From an optimization exercise on the open Yosys and OpenROAD flow, aimed at small area and a short achievable clock period; shortcuts taken in it are not production practice. Where RTL was checked, it was by simulation tests only, not by an equivalence proof against the original.

Design fir_xifu_ex_simd, start of the top module:
module fir_xifu_ex_simd #(
  parameter int unsigned XLEN    = 32,
  parameter int unsigned MAC_LAT = 3,
  parameter int unsigned ID_W    = 4
) (
  input  logic            clk_i,
  input  logic            rst_i,
  input  logic            clear_i,
  input  logic            in_valid_i,
  output logic            in_ready_o,
  input  logic [1:0]      in_op_i,
  input  logic            in_mode_i,
  input  logic            in_sat_i,
  input  logic [ID_W-1:0] in_id_i,
  input  logic [4:0]      in_rd_i,
  input  logic [4:0]      in_rs1_i,
  input  logic [XLEN-1:0] in_base_i,
  input  logic [11:0]     in_imm_i,
  input  logic [4:0]      in_shamt_i,
  input  logic [XLEN-1:0] op_a_i,
  input  logic [XLEN-1:0] op_b_i,
  input  logic [XLEN-1:0] op_c_i,
  input  logic            commit_valid_i,
  input  logic [ID_W-1:0] commit_id_i,
  input  logic            commit_kill_i,
  input  logic            fwd_we_i,
  input  logic [4:0]      fwd_rd_i,
  input  logic [XLEN-1:0] fwd_result_i,
  output logic            mem_valid_o,
  input  logic            mem_ready_i,
  output logic [31:0]     mem_addr_o,
  output logic            mem_we_o,
  output logic [XLEN-1:0] mem_wdata_o,
  output logic [ID_W-1:0] mem_id_o,
  output logic            out_valid_o,
  input  logic            out_ready_i,
  output logic [1:0]      out_op_o,
  output logic [4:0]      out_rd_o,
  output logic [ID_W-1:0] out_id_o,
  output logic [XLEN-1:0] out_result_o,
  output logic [31:0]     out_next_addr_o
);
Size in the first run: roughly 2100 cells after synthesis, roughly 140 flip-flops, ~360 I/O pins, ~0.018 mm² of cells after synthesis.
export LEC_CHECK = 0
export CAP_MARGIN = 20
export CORE_MARGIN = 2
export CORE_UTILIZATION = 40
export SLEW_MARGIN = 20
create_clock -name core_clock -period 12.5 [get_ports {clk_i}]
standard.sh (not shown) runs the stock make flow with config.mk's settings and CLKGATE_MAP_FILE= SYNTH_SCRIPT=/design/flow/synth_recipe.tcl, a recipe that flattens the netlist after the stock synthesis.
==> flow/flow/run.sh <==
#!/bin/bash
set -euo pipefail
bash standard.sh SETUP_SLACK_MARGIN=7.0 "BUFFER_PORTS_ARGS=-buffer_cell sky130_fd_sc_hd__buf_1" finish > standard_flow.log 2>&1
Edit:
==> flow/flow/run.sh (replaced) <==
#!/bin/bash
set -euo pipefail
bash standard.sh SETUP_SLACK_MARGIN=7.5 "BUFFER_PORTS_ARGS=-buffer_cell sky130_fd_sc_hd__buf_1" finish > standard_flow.log 2>&1
Effect:
- The changed run finished with timing, DRC and antenna clean
- flip-flop and latch count stays the same
- die area stays the same
- final area grows by 2.6%

Setup of run 1:
Another version of the RTL of fir_xifu_ex_simd (not shown whole).
Size in the first run: ~2600 cells after synthesis, about 120 flip-flops, ~360 I/O pins, ~21000 µm² of cells after synthesis.
==> flow/design.v (excerpt) <==
module fir_xifu_ex_simd #(
  parameter int unsigned XLEN    = 32,
  parameter int unsigned MAC_LAT = 3,
  parameter int unsigned ID_W    = 4
) (
  input  logic            clk_i,
  input  logic            rst_i,
  input  logic            clear_i,
  input  logic            in_valid_i,
  output logic            in_ready_o,
  input  logic [1:0]      in_op_i,
  input  logic            in_mode_i,
  input  logic            in_sat_i,
  input  logic [ID_W-1:0] in_id_i,
  input  logic [4:0]      in_rd_i,
  input  logic [4:0]      in_rs1_i,
  input  logic [XLEN-1:0] in_base_i,
  input  logic [11:0]     in_imm_i,
  input  logic [4:0]      in_shamt_i,
  input  logic [XLEN-1:0] op_a_i,
  input  logic [XLEN-1:0] op_b_i,
  input  logic [XLEN-1:0] op_c_i,
  input  logic            commit_valid_i,
  input  logic [ID_W-1:0] commit_id_i,
  input  logic            commit_kill_i,
  input  logic            fwd_we_i,
  input  logic [4:0]      fwd_rd_i,
  input  logic [XLEN-1:0] fwd_result_i,
  output logic            mem_valid_o,
  input  logic            mem_ready_i,
  output logic [31:0]     mem_addr_o,
  output logic            mem_we_o,
  output logic [XLEN-1:0] mem_wdata_o,
  output logic [ID_W-1:0] mem_id_o,
  output logic            out_valid_o,
  input  logic            out_ready_i,
  output logic [1:0]      out_op_o,
  output logic [4:0]      out_rd_o,
  output logic [ID_W-1:0] out_id_o,
  output logic [XLEN-1:0] out_result_o,
  output logic [31:0]     out_next_addr_o
);
export LEC_CHECK = 0
export ABC_CLOCK_PERIOD_IN_PS = 4000
export CAP_MARGIN = 20
export CORE_MARGIN = 2
export CORE_UTILIZATION = 40
export SETUP_SLACK_MARGIN = 5
export SLEW_MARGIN = 20
create_clock -name core_clock -period 12.5 [get_ports {clk_i}]
run.sh (not shown) runs the stock make flow with config.mk's settings and CLKGATE_MAP_FILE= SYNTH_SCRIPT=/design/flow/synth_recipe.tcl, a recipe that flattens the netlist after the stock synthesis.
Stock flow here: none of the scripts above is used.
Input changes introduced in run 2 (baseline for comparison: run 1):
# run 1
export LEC_CHECK = 0
export ABC_CLOCK_PERIOD_IN_PS = 4000
export CAP_MARGIN = 20
export CORE_MARGIN = 2
export CORE_UTILIZATION = 40
export SETUP_SLACK_MARGIN = 5
export SLEW_MARGIN = 20
create_clock -name core_clock -period 12.5 [get_ports {clk_i}]
# run 2
export LEC_CHECK = 0
export CAP_MARGIN = 20
export CORE_MARGIN = 2
export CORE_UTILIZATION = 40
export SLEW_MARGIN = 20
create_clock -name core_clock -period 12.5 [get_ports {clk_i}]
## What came out
As far as wire length is concerned, run 2 and run 1 perform about the same. Cmp run 2 and run 1 / amount of wire on met2 after detailed routing / lower: run 2. Run 2 against run 1: via density per instance barely changed; share of the clock period used by the worst path after layout saw an increase; worst hold margin ~0 delta; number of gates resized after cts down 2. As far as clock sink count goes, run 1 and run 2 are indistinguishable; the numbers are identical.
> inputs changed (run 2 -> run 3)
==> flow/flow/run.sh (new file) <==
#!/bin/bash
set -euo pipefail
bash standard.sh SETUP_SLACK_MARGIN=7.5 finish > standard_flow.log 2>&1
==> flow/standard.sh (new file) <==
#!/bin/bash
# synth_recipe.tcl (not shown) runs the flow's synth.tcl, then flattens the netlist and writes it again
# the make line also repeats each setting of config.mk as NAME=value (left out here)
make -C /OpenROAD-flow-scripts/flow DESIGN_CONFIG=/design/flow/config.mk WORK_HOME=/design/flow/orfs CLKGATE_MAP_FILE= SYNTH_SCRIPT=/design/flow/synth_recipe.tcl "${@:-finish}"
removed: flow/run.sh
Results
The total track usage number comes out higher for run 3 vs run 2. Final period demand of the worst path, run 2 and run 3: smaller value in run 3. Compared to run 2, run 3 has routed wire length 13% higher. Run 3 against run 2; cell depth of the worst setup path is down by a few percent. Part of the Yosys area used for sequential elements: run 3 vs run 2 identical. Number of nets in the final layout is higher on run 3. Growth of design area from synthesis to finish is higher on run 3. Diff run 2 -> run 3: wire length of the first global-routing pass went up about 7%; final cell count moved up; number of filler cells placed in the layout -482. Number of vias after detailed routing ends up lower on run 2.
Changes in run 4 relative to run 3:
==> flow/flow/run.sh <==
#!/bin/bash
set -euo pipefail
bash standard.sh SETUP_SLACK_MARGIN=7.5 "BUFFER_PORTS_ARGS=-buffer_cell sky130_fd_sc_hd__buf_1" finish > standard_flow.log 2>&1
[summary]
On final routed wirelength across all metal layers, the higher figure sits with run 3, not run 4.
In the tables for run 3 and run 4, final standard cell area without fillers reads higher with run 3.
Sequential share of layout area (lower): run 3
In the flow results for run 3 and run 4, the area growth from synthesis to layout is larger on run 3.
Compared to run 3, run 4 has smallest setup slack after layout 62 ps lower.
Utilization after layout: run 4 < run 3
Compared run 3 against run 4; hold buffer count at cts within noise.
No functional check of the RTL was part of any run of this note.

afterwards: timing with drivers on the ports:
The flow's constraints put no driver on any port. The routed layouts listed below were extracted and timed again, unchanged, in two steps. Step 1 sets driving cells, clkbuf_16 on the clock port and buf_2 on the other inputs (assumed; they add their load-dependent delay and slew). Step 2 adds t to the input delays and takes it off the output delays; t is the mean of the earliest and latest rising clock arrival at the registers after step 1. Input paths then give back, and output paths get back, about the clock's delay inside the block. a / b / c = no drivers / after step 1 / after step 2; a / b = the first two.
| run | t (ns) | slack for setup (ns) | clock arrival spread, ns | worst register clock-pin slew, ns | cell pins on the clock port's net |
|---|---|---|---|---|---|
| the first run of note 1 | 0.493 | 6.935 / 6.935 / 6.598 | 0.019 / 0.019 | 0.08 / 0.08 | 1 |
| the second run of note 1 | 0.489 | 7.083 / 7.083 / 6.826 | 0.019 / 0.019 | 0.08 / 0.08 | 1 |
| run 1 | 0.495 | 5.291 / 5.291 / 5.291 | 0.010 / 0.010 | 0.06 / 0.06 | 1 |
| run 2 | 0.493 | 4.506 / 4.506 / 4.506 | 0.012 / 0.012 | 0.07 / 0.07 | 1 |
| run 3 | 0.480 | 6.519 / 6.519 / 6.519 | 0.017 / 0.018 | 0.07 / 0.07 | 1 |
| run 4 | 0.499 | 6.457 / 6.457 / 6.457 | 0.018 / 0.018 | 0.07 / 0.07 | 1 |
After both steps setup and hold are still met in every run listed. The setup slack of the first run of note 1, which loses most, moves by 0.000 ns with the drivers and by -0.337 ns with both steps.
